This design comes from an exercise in tuning for small area, a short achievable clock period and few clock cycles per item on the open sky130 flow, not from production work.
RTL that was checked went through simulation tests only; none was proved equivalent to the original.
Power is estimated from default activity; no workload was simulated.

## north
// priority_button_rule_resolver
module priority_button_rule_resolver
#(
  parameter int NUM_RULES = pbr_pkg::NUM_RULES_DEF
) (
  input  logic                  clk,
  input  logic                  rst_n,
  input  logic                  in_tvalid,
  output logic                  in_tready,
  input  logic [pbr_pkg::IN_DATA_W-1:0]  in_tdata,
  input  logic [0:0]            in_tuser,
  output logic                  out_tvalid,
  input  logic                  out_tready,
  output logic [pbr_pkg::OUT_DATA_W-1:0] out_tdata,
  input  logic                  cfg_we,
  input  logic [pbr_pkg::CFG_IDX_W-1:0]  cfg_index,
  input  logic [pbr_pkg::CFG_DATA_W-1:0] cfg_wdata
);
export LEC_CHECK = 0
export CAP_MARGIN = 20
export CORE_MARGIN = 2
export CORE_UTILIZATION = 70
export CTS_CLUSTER_DIAMETER = 60
export CTS_CLUSTER_SIZE = 20
export SETUP_SLACK_MARGIN = 2.2
export SLEW_MARGIN = 20
export BUFFER_PORTS_ARGS = -buffer_cell sky130_fd_sc_hd__buf_1
export CTS_ARGS = -sink_clustering_enable -repair_clock_nets -sink_clustering_size 20 -sink_clustering_max_diameter 60 -dont_use_dummy_load
create_clock -name core_clock -period 4.5 [get_ports {clk}]
standard.sh (not shown) runs the stock make flow with config.mk's settings and CLKGATE_MAP_FILE= SYNTH_SCRIPT=/design/flow/synth_recipe.tcl, a recipe that flattens the netlist after the stock synthesis.
==> flow/flow/run.sh <==
#!/bin/bash
# Own flow: the standard flow, with two changes:
# - the ports are buffered by the smallest buffer (sky130_fd_sc_hd__buf_1)
#   instead of the default port buffer cell; every port still gets its own
#   buffer, and the resizer upsizes them where timing needs it;
# - clock tree synthesis inserts no dummy loads (same clustering as config.mk).
set -euo pipefail
cat >> config.mk <<'EOC'
export BUFFER_PORTS_ARGS = -buffer_cell sky130_fd_sc_hd__buf_1
export CTS_ARGS = -sink_clustering_enable -repair_clock_nets -sink_clustering_size 20 -sink_clustering_max_diameter 60 -dont_use_dummy_load
EOC
bash standard.sh > standard_flow.log 2>&1
Testbench counts of north, summed over its fixed seeds: cycles 12,024, items 12,000.
What south does differently from north at the input level:
Settings: clearing CTS_ARGS, which used to be -sink_clustering_enable -repair_clock_nets -sink_clustering_size 20 -sink_clustering_max_diameter 60 -dont_use_dummy_load; swapping 70 for 55 in CORE_UTILIZATION.
==> flow/flow/run.sh <==
#!/bin/bash
# Own flow: the standard flow, with the ports buffered by the smallest
# buffer (sky130_fd_sc_hd__buf_1) instead of the default port buffer cell.
# Every port still gets its own buffer; the resizer upsizes them where timing needs it.
set -euo pipefail
echo 'export BUFFER_PORTS_ARGS = -buffer_cell sky130_fd_sc_hd__buf_1' >> config.mk
bash standard.sh > standard_flow.log 2>&1
Findings:
Number of buffers added on ports of south is on par with north. Compared with north, south degrades worst-case setup margin in the final layout. Going from north to south, area of combinational cells with multiple inputs grew slightly.
Input-level comparison between east and south:
Settings: CTS_ARGS now -sink_clustering_enable -repair_clock_nets -sink_clustering_size 20 -sink_clustering_max_diameter 60 -dont_use_dummy_load, previously not set.
==> flow/flow/run.sh <==
#!/bin/bash
# Own flow: the standard flow, with two changes:
# - the ports are buffered by the smallest buffer (sky130_fd_sc_hd__buf_1)
#   instead of the default port buffer cell; every port still gets its own
#   buffer, and the resizer upsizes them where timing needs it;
# - clock tree synthesis inserts no dummy loads (same clustering as config.mk).
set -euo pipefail
cat >> config.mk <<'EOC'
export BUFFER_PORTS_ARGS = -buffer_cell sky130_fd_sc_hd__buf_1
export CTS_ARGS = -sink_clustering_enable -repair_clock_nets -sink_clustering_size 20 -sink_clustering_max_diameter 60 -dont_use_dummy_load
EOC
bash standard.sh > standard_flow.log 2>&1
==> summary.txt <==
Taking south as the reference, in east count of filler cells inserted in the layout higher; buffering overhead roughly the same; worst-case setup margin in the final layout lower; sequential share of layout area higher. Of south and east, the run reporting the higher worst clock skew on the final layout was east. In the metrics for south and east, the one carrying the higher critical path depth is east.

---

Starting RTL as in the previous note.
## priority_button_rule_resolver
module priority_button_rule_resolver
#(
  parameter int NUM_RULES = pbr_pkg::NUM_RULES_DEF
) (
  input  logic                  clk,
  input  logic                  rst_n,
  input  logic                  in_tvalid,
  output logic                  in_tready,
  input  logic [pbr_pkg::IN_DATA_W-1:0]  in_tdata,
  input  logic [0:0]            in_tuser,
  output logic                  out_tvalid,
  input  logic                  out_tready,
  output logic [pbr_pkg::OUT_DATA_W-1:0] out_tdata,
  input  logic                  cfg_we,
  input  logic [pbr_pkg::CFG_IDX_W-1:0]  cfg_index,
  input  logic [pbr_pkg::CFG_DATA_W-1:0] cfg_wdata
);
Settings: LEC_CHECK=0, CAP_MARGIN=20, CORE_MARGIN=2, CORE_UTILIZATION=55, CTS_CLUSTER_DIAMETER=60, CTS_CLUSTER_SIZE=20, SETUP_SLACK_MARGIN=1.7, SLEW_MARGIN=20, BUFFER_PORTS_ARGS=-buffer_cell sky130_fd_sc_hd__buf_1, CTS_ARGS=-sink_clustering_enable -repair_clock_nets -sink_clustering_size 20 -sink_clustering_max_diameter 60 -dont_use_dummy_load; clock period 4.5 ns.
==> flow/flow/run.sh <==
#!/bin/bash
# Own flow: the standard flow, with two changes:
# - the ports are buffered by the smallest buffer (sky130_fd_sc_hd__buf_1)
#   instead of the default port buffer cell; every port still gets its own
#   buffer, and the resizer upsizes them where timing needs it;
# - clock tree synthesis inserts no dummy loads (same clustering as config.mk).
set -euo pipefail
cat >> config.mk <<'EOC'
export BUFFER_PORTS_ARGS = -buffer_cell sky130_fd_sc_hd__buf_1
export CTS_ARGS = -sink_clustering_enable -repair_clock_nets -sink_clustering_size 20 -sink_clustering_max_diameter 60 -dont_use_dummy_load
EOC
bash standard.sh > standard_flow.log 2>&1
The first run finished clean.
Testbench counts at the start, summed over its fixed seeds: cycles 12,024, items 12,000.
Change:
--- a/flow/flow/run.sh
+++ b/flow/flow/run.sh
@@ -8,5 +8,5 @@
 cat >> config.mk <<'EOC'
 export BUFFER_PORTS_ARGS = -buffer_cell sky130_fd_sc_hd__buf_1
-export CTS_ARGS = -sink_clustering_enable -repair_clock_nets -sink_clustering_size 20 -sink_clustering_max_diameter 60 -dont_use_dummy_load
+export CTS_ARGS = -sink_clustering_enable -repair_clock_nets -sink_clustering_size 30 -sink_clustering_max_diameter 80 -dont_use_dummy_load
 EOC
 bash standard.sh > standard_flow.log 2>&1
Settings changed: CORE_UTILIZATION 55 to 62, CTS_ARGS -sink_clustering_enable -repair_clock_nets -sink_clustering_size 20 -sink_clustering_max_diameter 60 -dont_use_dummy_load to -sink_clustering_enable -repair_clock_nets -sink_clustering_size 30 -sink_clustering_max_diameter 80 -dont_use_dummy_load, CTS_CLUSTER_DIAMETER 60 to 80, CTS_CLUSTER_SIZE 20 to 30, SETUP_SLACK_MARGIN 1.7 to 2.25.
Effect: Final area rises by a few percent; fmax climbs by about a fifth; die area fell by roughly a tenth; via count rose by a few percent; routed wire length shrinks slightly; power drops by a few percent; cell count is about the same; utilization climbs by 10 points; sequential share of layout area falls by 2.1 points; area after synthesis is unchanged; worst setup slack improves by 0.36 ns.
Change:
--- a/flow/flow/run.sh
+++ b/flow/flow/run.sh
@@ -8,5 +8,5 @@
 cat >> config.mk <<'EOC'
 export BUFFER_PORTS_ARGS = -buffer_cell sky130_fd_sc_hd__buf_1
-export CTS_ARGS = -sink_clustering_enable -repair_clock_nets -sink_clustering_size 30 -sink_clustering_max_diameter 80 -dont_use_dummy_load
+export CTS_ARGS = -sink_clustering_enable -repair_clock_nets -sink_clustering_size 20 -sink_clustering_max_diameter 60 -dont_use_dummy_load
 EOC
 bash standard.sh > standard_flow.log 2>&1
Settings changed: CORE_UTILIZATION 62 to 55, CTS_ARGS -sink_clustering_enable -repair_clock_nets -sink_clustering_size 30 -sink_clustering_max_diameter 80 -dont_use_dummy_load to -sink_clustering_enable -repair_clock_nets -sink_clustering_size 20 -sink_clustering_max_diameter 60 -dont_use_dummy_load, CTS_CLUSTER_DIAMETER 80 to 60, CTS_CLUSTER_SIZE 30 to 20, SETUP_SLACK_MARGIN 2.25 to 2.0.
Outcome:
- core utilization shrinks by 9.9 points
- register-to-register slack is worse by 0.13 ns
- area after synthesis is unchanged
- synthesized cell count stays the same
- wire length went down by 0.42%
- die area climbs by 12%
- via count goes down by 2.8%

---

Setup of rev 12:
Another version of the RTL of priority_button_rule_resolver (not shown whole).
For scale: about 2000 cells after synthesis, roughly 180 I/O pins, ~29000 um^2 of cells after synthesis.
make LEC_CHECK=0 CAP_MARGIN=20 CORE_MARGIN=2 CORE_UTILIZATION=55 CTS_CLUSTER_DIAMETER=60 CTS_CLUSTER_SIZE=20 SETUP_SLACK_MARGIN=2.35 SLEW_MARGIN=20 finish   # period 4.5 ns
run.sh (not shown) runs the stock make flow with config.mk's settings and CLKGATE_MAP_FILE= SYNTH_SCRIPT=/design/flow/synth_recipe.tcl, a recipe that flattens the netlist after the stock synthesis.
Stock flow here: none of the scripts above is used.
Rev 12 finished all stages; the layout is clean.
Here is what was changed in the inputs of rev 13 compared with rev 12.
# rev 12
export LEC_CHECK = 0
export CAP_MARGIN = 20
export CORE_MARGIN = 2
export CORE_UTILIZATION = 55
export CTS_CLUSTER_DIAMETER = 60
export CTS_CLUSTER_SIZE = 20
export SETUP_SLACK_MARGIN = 2.35
export SLEW_MARGIN = 20
create_clock -name core_clock -period 4.5 [get_ports {clk}]
# rev 13
export LEC_CHECK = 0
export CAP_MARGIN = 20
export CORE_MARGIN = 2
export CORE_UTILIZATION = 55
export CTS_CLUSTER_DIAMETER = 60
export CTS_CLUSTER_SIZE = 20
export SETUP_SLACK_MARGIN = 2.2
export SLEW_MARGIN = 20
create_clock -name core_clock -period 4.5 [get_ports {clk}]
==> summary.txt <==
In rev 13 the proportion of power drawn by combinational gates turned out 0.6 points lower than in rev 12. When rev 13 is set beside rev 12, its post-synthesis to final-layout area growth turns out to be 2.4 points smaller. For the power in combinational cells, rev 13 came in about 8% lower than rev 12 did. On rev 13: number of nets in the layout is 0.71% lower than what rev 12 gave. Comparing the two runs side by side, rev 13 comes out ahead of rev 12 on total number of vias. met3 usage in global routing was lower in rev 13 than in rev 12.
No functional check of the RTL was part of any run of this note.

## separate check: timing with driven ports
How much do the figures lean on ideal ports? The routed layouts below were timed once more, with nothing changed but the port constraints.
Step 1 assumes that a clkbuf_16 drives the clock port and a buf_2 every other input.
Step 2 adds t to the input delays and takes it off the output delays; t is the mean of the earliest and latest rising clock arrival at the registers after step 1. Input paths then give back, and output paths get back, about the clock's delay inside the block.
Slacks: ideal ports / drivers / drivers and shift; pairs: ideal ports / drivers.
run	shift t [ns]	slack for setup (ns)	worst setup path at the end	pins driven straight from the clock port
north	0.647	2.145 / 2.109 / 1.672	input to register	1
south	0.675	2.128 / 2.077 / 1.622	input to register	1
east	0.671	2.074 / 2.074 / 1.662	input to register	1
the first run of note 2	0.662	1.733 / 1.733 / 1.468	input to register	1
the second run of note 2	0.639	2.096 / 2.096 / 1.656	input to register	1
the third run of note 2	0.655	1.963 / 1.963 / 1.489	input to register	1
rev 12	0.666	1.923 / 1.923 / 1.725	input to register	1
rev 13	0.667	1.834 / 1.834 / 1.630	input to register	1
After both steps every run listed still meets setup and hold. The setup slack of south, which loses most, moves by -0.051 ns with the drivers and by -0.506 ns with both steps.
